From an optimization exercise on the open Yosys and OpenROAD flow, aimed at small area and few clock cycles per item; shortcuts taken in it are not production practice.
The RTL was checked by simulation tests, not by an equivalence proof against the original design.
No activity file was given, so power comes from the tool's default toggle rates.

## expression_tokenizer_unit
module expression_tokenizer_unit #(
    parameter int MAX_FRAC_DIGITS = etok_pkg::MAX_FRAC_DIGITS_DEF,
    parameter int INT_BITS        = etok_pkg::INT_BITS_DEF
) (
    input  logic                      clk,
    input  logic                      rst_n,
    input  logic                      s_axis_tvalid,
    output logic                      s_axis_tready,
    input  logic [etok_pkg::CH_W-1:0] s_axis_tdata,    
    input  logic                      s_axis_tlast,    
    output logic                      m_axis_tvalid,
    input  logic                      m_axis_tready,
    output logic [39:0]               m_axis_tdata,    
    output logic [etok_pkg::KIND_W-1:0] m_axis_tuser,  
    output logic                      m_axis_tlast     
);
Size in the first run: about 930 cells after synthesis.
==> flow/config.mk <==
export PLATFORM = sky130hd
export DESIGN_NAME = expression_tokenizer_unit
export DESIGN_NICKNAME = expression_tokenizer_unit
export VERILOG_FILES = /design/flow/design.v
export SDC_FILE = /design/flow/constraint.sdc
export NUM_CORES = 4
export LEC_CHECK = 0
export ABC_AREA = 1
export CAP_MARGIN = 20
export CORE_MARGIN = 2
export CORE_UTILIZATION = 65
export SLEW_MARGIN = 20
==> flow/constraint.sdc <==
create_clock -name core_clock -period 10.0 [get_ports {clk}]
set_input_delay 2.0000 -clock core_clock [delete_from_list [all_inputs] [get_ports {clk}]]
set_output_delay 2.0000 -clock core_clock [all_outputs]
set_load 0.01 [all_outputs]
standard.sh (not shown) runs the stock make flow with config.mk's settings and CLKGATE_MAP_FILE= SYNTH_SCRIPT=/design/flow/synth_recipe.tcl, a recipe that flattens the netlist after the stock synthesis.
==> flow/flow/run.sh <==
#!/bin/bash
# Own layout flow: the standard flow (standard synthesis, ORFS floorplan to
# finish) with these changes:
# - before floorplan, every combinational cell goes to the smallest drive
#   strength of its family (flow/downsize.tcl); timing repair sizes up what
#   the period needs;
# - the port buffers that global placement inserts use the smallest buffer
#   cell instead of a delay buffer;
# - clock tree synthesis uses one buffer type in larger sink clusters,
#   without dummy loads;
# - after global routing, gates off the critical paths are sized down again.
set -euo pipefail
export PRE_FLOORPLAN_TCL="$PWD/flow/downsize.tcl"
export BUFFER_PORTS_ARGS="-buffer_cell sky130_fd_sc_hd__buf_1"
export CTS_ARGS="-sink_clustering_enable -repair_clock_nets -buf_list sky130_fd_sc_hd__clkbuf_8 -sink_clustering_size 16 -dont_use_dummy_load"
export RECOVER_POWER=100
bash standard.sh > standard.log 2>&1
==> flow/flow/downsize.tcl <==
# Set every combinational cell of the synthesized netlist to the smallest
# drive strength of its own cell family (same function and pins); timing
# repair later in the flow sizes up what the clock period needs. Registers,
# tie cells and anything on DONT_USE_CELLS are left alone.
set db [ord::get_db]
set block [ord::get_db_block]
set dont_use {}
if { [info exists ::env(DONT_USE_CELLS)] } {
  set dont_use $::env(DONT_USE_CELLS)
}
proc is_dont_use { name patterns } {
  foreach p $patterns {
    if { [string match $p $name] } { return 1 }
  }
  return 0
}
array set best_area {}
array set best_master {}
foreach lib [$db getLibs] {
  foreach m [$lib getMasters] {
    set n [$m getName]
    if { ![regexp {^(.*)_([0-9]+)$} $n -> base drive] } { continue }
    if { [is_dont_use $n $dont_use] } { continue }
    set a [expr { [$m getWidth] * [$m getHeight] }]
    if { ![info exists best_area($base)] || $a < $best_area($base) } {
      set best_area($base) $a
      set best_master($base) $m
    }
  }
}
set swapped 0
foreach inst [$block getInsts] {
  set m [$inst getMaster]
  set n [$m getName]
  if { [regexp {__(df|dl|sdf|edf|conb|tap|fill|decap)} $n] } { continue }
  if { ![regexp {^(.*)_([0-9]+)$} $n -> base drive] } { continue }
  if { ![info exists best_master($base)] } { continue }
  set a [expr { [$m getWidth] * [$m getHeight] }]
  if { $best_area($base) < $a } {
    $inst swapMaster $best_master($base)
    incr swapped
  }
}
puts "downsize: $swapped cells set to their smallest drive strength"
Testbench counts at the start, summed over its fixed seeds: cycles 31,132, tokens 10,951.
Edit:
==> flow/run.sh (new file) <==
#!/bin/bash
# synth_recipe.tcl (not shown) runs the flow's synth.tcl, then flattens the netlist and writes it again
# the make line also repeats each setting of config.mk as NAME=value (left out here)
make -C /OpenROAD-flow-scripts/flow DESIGN_CONFIG=/design/flow/config.mk WORK_HOME=/design/flow/orfs CLKGATE_MAP_FILE= SYNTH_SCRIPT=/design/flow/synth_recipe.tcl finish
removed: flow/flow/run.sh
removed: flow/flow/downsize.tcl
removed: flow/standard.sh
Effect:
- routed wire length goes up by a few percent
- sequential share of layout area shrinks by 2.1 points
- non-clock buffer count went down by 2
- critical path depth is unchanged
- total power goes up by a quarter to a third
- synthesized cell count is unchanged
- core utilization increases by 3.4 points
- final area grows by roughly a tenth
- clock-buffer cell count went up by 2
- clock power increases by well over a third
Edit:
==> flow/flow/run.sh (new file) <==
#!/bin/bash
# Own layout flow: the standard flow (standard synthesis, ORFS floorplan to
# finish), with the port buffers that global placement inserts made with the
# smallest buffer cell instead of the delay buffer the resizer picks.
set -euo pipefail
export BUFFER_PORTS_ARGS="-buffer_cell sky130_fd_sc_hd__buf_1"
bash standard.sh > standard.log 2>&1
==> flow/standard.sh (new file) <==
#!/bin/bash
# synth_recipe.tcl (not shown) runs the flow's synth.tcl, then flattens the netlist and writes it again
# the make line also repeats each setting of config.mk as NAME=value (left out here)
make -C /OpenROAD-flow-scripts/flow DESIGN_CONFIG=/design/flow/config.mk WORK_HOME=/design/flow/orfs CLKGATE_MAP_FILE= SYNTH_SCRIPT=/design/flow/synth_recipe.tcl "${@:-finish}"
CORE_UTILIZATION = 80   (was 65)
CTS_BUF_LIST = sky130_fd_sc_hd__clkbuf_8   (was not set)
CTS_CLUSTER_SIZE = 20   (was not set)
removed: flow/run.sh
The changed run finished with timing, DRC and antenna clean.
Count of clock-buffer cells in the layout falls by 1.
Worst setup slack gains 0.26 ns.
Clock skew goes up by 0.0041 ns.
Critical path depth stays the same.

========
== rev 12 ==
expression_tokenizer_unit again, from the RTL that the note above started with.
==> flow/design.v (excerpt) <==
module expression_tokenizer_unit #(
    parameter int MAX_FRAC_DIGITS = etok_pkg::MAX_FRAC_DIGITS_DEF,
    parameter int INT_BITS        = etok_pkg::INT_BITS_DEF
) (
    input  logic                      clk,
    input  logic                      rst_n,
    input  logic                      s_axis_tvalid,
    output logic                      s_axis_tready,
    input  logic [etok_pkg::CH_W-1:0] s_axis_tdata,    
    input  logic                      s_axis_tlast,    
    output logic                      m_axis_tvalid,
    input  logic                      m_axis_tready,
    output logic [39:0]               m_axis_tdata,    
    output logic [etok_pkg::KIND_W-1:0] m_axis_tuser,  
    output logic                      m_axis_tlast     
);
Settings: LEC_CHECK=0, ABC_AREA=1, CAP_MARGIN=20, CORE_MARGIN=2, CORE_UTILIZATION=65, GPL_TIMING_DRIVEN=0, SLEW_MARGIN=20; clock period 10.0 ns.
==> flow/flow/run.sh <==
#!/bin/bash
# Own layout flow: the standard flow (standard synthesis, then ORFS
# floorplan to finish) with these changes:
# - after the standard synthesis, the combinational gates between its
#   registers and adder cells are mapped again for area: each full adder's
#   and XOR gate's polarity is chosen to need the fewest inverters
#   (invopt.py), then four times ABC maps the rest (half adders included)
#   for area (reabc.abc) and polarities are chosen again, and the smallest
#   of the four netlists is kept; registers, full adders and the names of
#   registers are kept, and a Yosys equivalence proof against the standard
#   netlist must pass, else the standard netlist is used;
# - before floorplan, every combinational cell goes to the smallest drive
#   strength of its family (downsize.tcl); timing repair sizes up what the
#   period needs;
# - the port buffers that global placement inserts use the smallest buffer
#   cell instead of a delay buffer;
# - clock tree synthesis uses one buffer type in larger sink clusters,
#   without dummy loads.
# Each tool's output goes to a log file of its own in this folder.
set -euo pipefail
F="$PWD/flow"
R="$PWD/orfs/results/$FLOW_PLATFORM/expression_tokenizer_unit/base"
LIB="$FLOW_HOME/platforms/$FLOW_PLATFORM/lib/sky130_fd_sc_hd__tt_025C_1v80.lib"
YOSYS="$(command -v yosys || echo "$FLOW_HOME/../tools/install/yosys/bin/yosys")"

bash standard.sh synth > synth.log 2>&1

# Map the combinational logic again, keeping registers and full adders.
DU="-dont_use *lpflow* -dont_use *probe* -dont_use *clkdly* -dont_use *dlygate*"
DU="$DU -dont_use *dlymetal* -dont_use *clkbuf* -dont_use *clkinv*"
models() {  # Verilog models of the combinational cells the given netlists use
  local cells
  cells=$(grep -ohE 'sky130_fd_sc_hd__\w+' "$@" | sort -u \
          | grep -vE '__(dfxtp_1|edfxtp_1|dfrtp_1|fa_1|ha_1|conb_1)$' | tr '\n' ' ')
  python3 "$F/libmodels.py" "$LIB" $cells
}
reabc_once() {  # $1 in, $2 out: ABC maps the combinational logic for area
  models "$1" > comb_models.v || return 1
  grep 'ha_1' "$F/seqmodels.v" >> comb_models.v || return 1
  "$YOSYS" -p "read_verilog -lib $F/stubs.v; read_verilog comb_models.v; read_verilog $1;
    hierarchy -top $FLOW_TOP; flatten; delete t:\$scopeinfo; techmap; opt -fast;
    abc -liberty $LIB $DU -script $F/reabc.abc; opt_clean -purge;
    write_verilog -noattr -nohex -nodec $2" > "reabc_$2.log" 2>&1
}
netarea() {  # cell area of a netlist, from the cells' LEF sizes
  python3 - "$1" "$FLOW_HOME/platforms/$FLOW_PLATFORM/lef/sky130_fd_sc_hd_merged.lef" <<'PY'
import re, sys
s = open(sys.argv[1]).read()
lef = open(sys.argv[2]).read()
area = {}
for m in re.finditer(r'MACRO (\S+)\s*\n(.*?)\nEND \1', lef, re.S):
    sz = re.search(r'SIZE\s+([\d.]+)\s+BY\s+([\d.]+)', m.group(2))
    if sz:
        area[m.group(1)] = float(sz.group(1)) * float(sz.group(2))
print('%.3f' % sum(area[t] for t in re.findall(r'^\s*(sky130_fd_sc_hd__\w+)\s+\S+\s*\(', s, re.M)))
PY
}
reopt() {
  cp "$R/1_2_yosys.v" std_netlist.v || return 1
  python3 "$F/invopt.py" std_netlist.v pol0_netlist.v pol0 > invopt0.log 2>&1 || return 1
  local cur=pol0_netlist.v best="" best_area="" a
  # half adders go back to logic for ABC; full adders and registers stay
  for it in 1 2 3 4; do
    reabc_once "$cur" "reabc${it}_netlist.v" || return 1
    python3 "$F/invopt.py" "reabc${it}_netlist.v" "pol${it}_netlist.v" "pol${it}" > "invopt${it}.log" 2>&1 || return 1
    cur="pol${it}_netlist.v"
    a=$(netarea "$cur") || return 1
    echo "iteration $it: $a" >> reopt_areas.log
    if [[ -z "$best" ]] || python3 -c "import sys; sys.exit(0 if $a < $best_area else 1)"; then
      best="$cur"; best_area="$a"
    fi
  done
  cp "$best" final_netlist.v || return 1
  echo "chosen: $best $best_area" >> reopt_areas.log
  # Proof: the standard and the final netlist, with only ports and register
  # outputs named alike, are equivalent.
  models std_netlist.v final_netlist.v > all_models.v || return 1
  cat "$F/seqmodels.v" >> all_models.v || return 1
  python3 "$F/renamenets.py" std_netlist.v eq_gold.v _o || return 1
  python3 "$F/renamenets.py" final_netlist.v eq_gate.v _g || return 1
  "$YOSYS" -p "read_verilog all_models.v; read_verilog eq_gold.v; rename $FLOW_TOP gold;
    read_verilog eq_gate.v; rename $FLOW_TOP gate; proc; flatten; async2sync; opt_clean;
    equiv_make gold gate equiv; hierarchy -top equiv; equiv_simple -seq 2; equiv_induct;
    equiv_status -assert" > equiv.log 2>&1 || return 1
  grep -q 'Equivalence successfully proven' equiv.log || return 1
  # same registers, same names and cell types
  diff <(grep -oE 'sky130_fd_sc_hd__(dfxtp|edfxtp|dfrtp)_1 +\S+' std_netlist.v | sort) \
       <(grep -oE 'sky130_fd_sc_hd__(dfxtp|edfxtp|dfrtp)_1 +\S+' final_netlist.v | sort) > regs.diff || return 1
}
if reopt; then
  echo "reopt: using the remapped netlist" > reopt.status
  cp final_netlist.v "$R/1_2_yosys.v"
  rm -f "$R/1_synth.odb" "$R/1_synth.sdc"
else
  echo "reopt: failed, using the standard netlist" > reopt.status
fi

export PRE_FLOORPLAN_TCL="$F/downsize.tcl"
export BUFFER_PORTS_ARGS="-buffer_cell sky130_fd_sc_hd__buf_1"
export CTS_ARGS="-sink_clustering_enable -repair_clock_nets -buf_list {sky130_fd_sc_hd__clkbuf_4 sky130_fd_sc_hd__clkbuf_8} -sink_clustering_size 16 -dont_use_dummy_load"
bash standard.sh > standard.log 2>&1
Other scripts of this flow, unchanged in this note and not shown: flow/flow/downsize.tcl, flow/flow/invopt.py, flow/flow/libmodels.py, flow/flow/reabc.abc, flow/flow/renamenets.py, flow/flow/seqmodels.v, flow/flow/stubs.v
The flow did not stop early for rev 12: all stages ran, and the layout cleared the timing, design-rule and antenna checks.
Testbench counts of rev 12, summed over its fixed seeds: cycles 31,132, tokens 10,951.
> inputs changed (rev 12 -> rev 13)
diff --git a/flow/flow/run.sh b/flow/flow/run.sh
--- a/flow/flow/run.sh
+++ b/flow/flow/run.sh
@@ -99,3 +99,3 @@
 export BUFFER_PORTS_ARGS="-buffer_cell sky130_fd_sc_hd__buf_1"
-export CTS_ARGS="-sink_clustering_enable -repair_clock_nets -buf_list {sky130_fd_sc_hd__clkbuf_4 sky130_fd_sc_hd__clkbuf_8} -sink_clustering_size 16 -dont_use_dummy_load"
+export CTS_ARGS="-sink_clustering_enable -repair_clock_nets -buf_list sky130_fd_sc_hd__clkbuf_8 -sink_clustering_size 16 -dont_use_dummy_load"
 bash standard.sh > standard.log 2>&1
### Flow results
- Rev 12 → rev 13: reg2reg setup slack now sits at about the same level, setup slack after placement now sits at about the same level, sequential portion of the cell area now sits at about the same level.
- Rev 13 and rev 12 ended up with roughly the same clock network fraction of design power.
- Changes observed in rev 13 relative to rev 12: largest stage delay on the critical path flat, layout multi-input combinational cell count has remained practically unchanged, total power shows no meaningful change, setup slack ~0 delta.
- From rev 13 to rev 12, wire length did not move at all.

separate check: timing with driven ports:
How much do the figures lean on ideal ports? The routed layouts below were timed once more, with nothing changed but the port constraints.
Step 1 assumes that a clkbuf_16 drives the clock port and a buf_2 every other input.
Step 2 also shifts input and output timing later by t, the mid clock arrival at the registers, as if the neighbouring blocks saw the same clock.
Three values: no drivers, after step 1, after step 2; two values: the first two.
| run | t (ns) | slack for setup (ns) | latest minus earliest clock arrival (ns) |
|---|---|---|---|
| the first run of note 1 | 0.390 | 0.863 / 0.878 / 0.488 | 0.022 / 0.022 |
| the second run of note 1 | 0.397 | 0.682 / 0.703 / 0.306 | 0.009 / 0.009 |
| the third run of note 1 | 0.398 | 0.945 / 0.945 / 0.547 | 0.014 / 0.014 |
| rev 12 | 0.402 | 0.337 / 0.354 / -0.048 | 0.025 / 0.025 |
| rev 13 | 0.402 | 0.337 / 0.354 / -0.048 | 0.025 / 0.025 |
With both steps, setup timing fails in rev 12 and rev 13, where it was met with ideal ports. The setup slack of the third run of note 1, which loses most, moves by 0.000 ns with the drivers and by -0.398 ns with both steps.
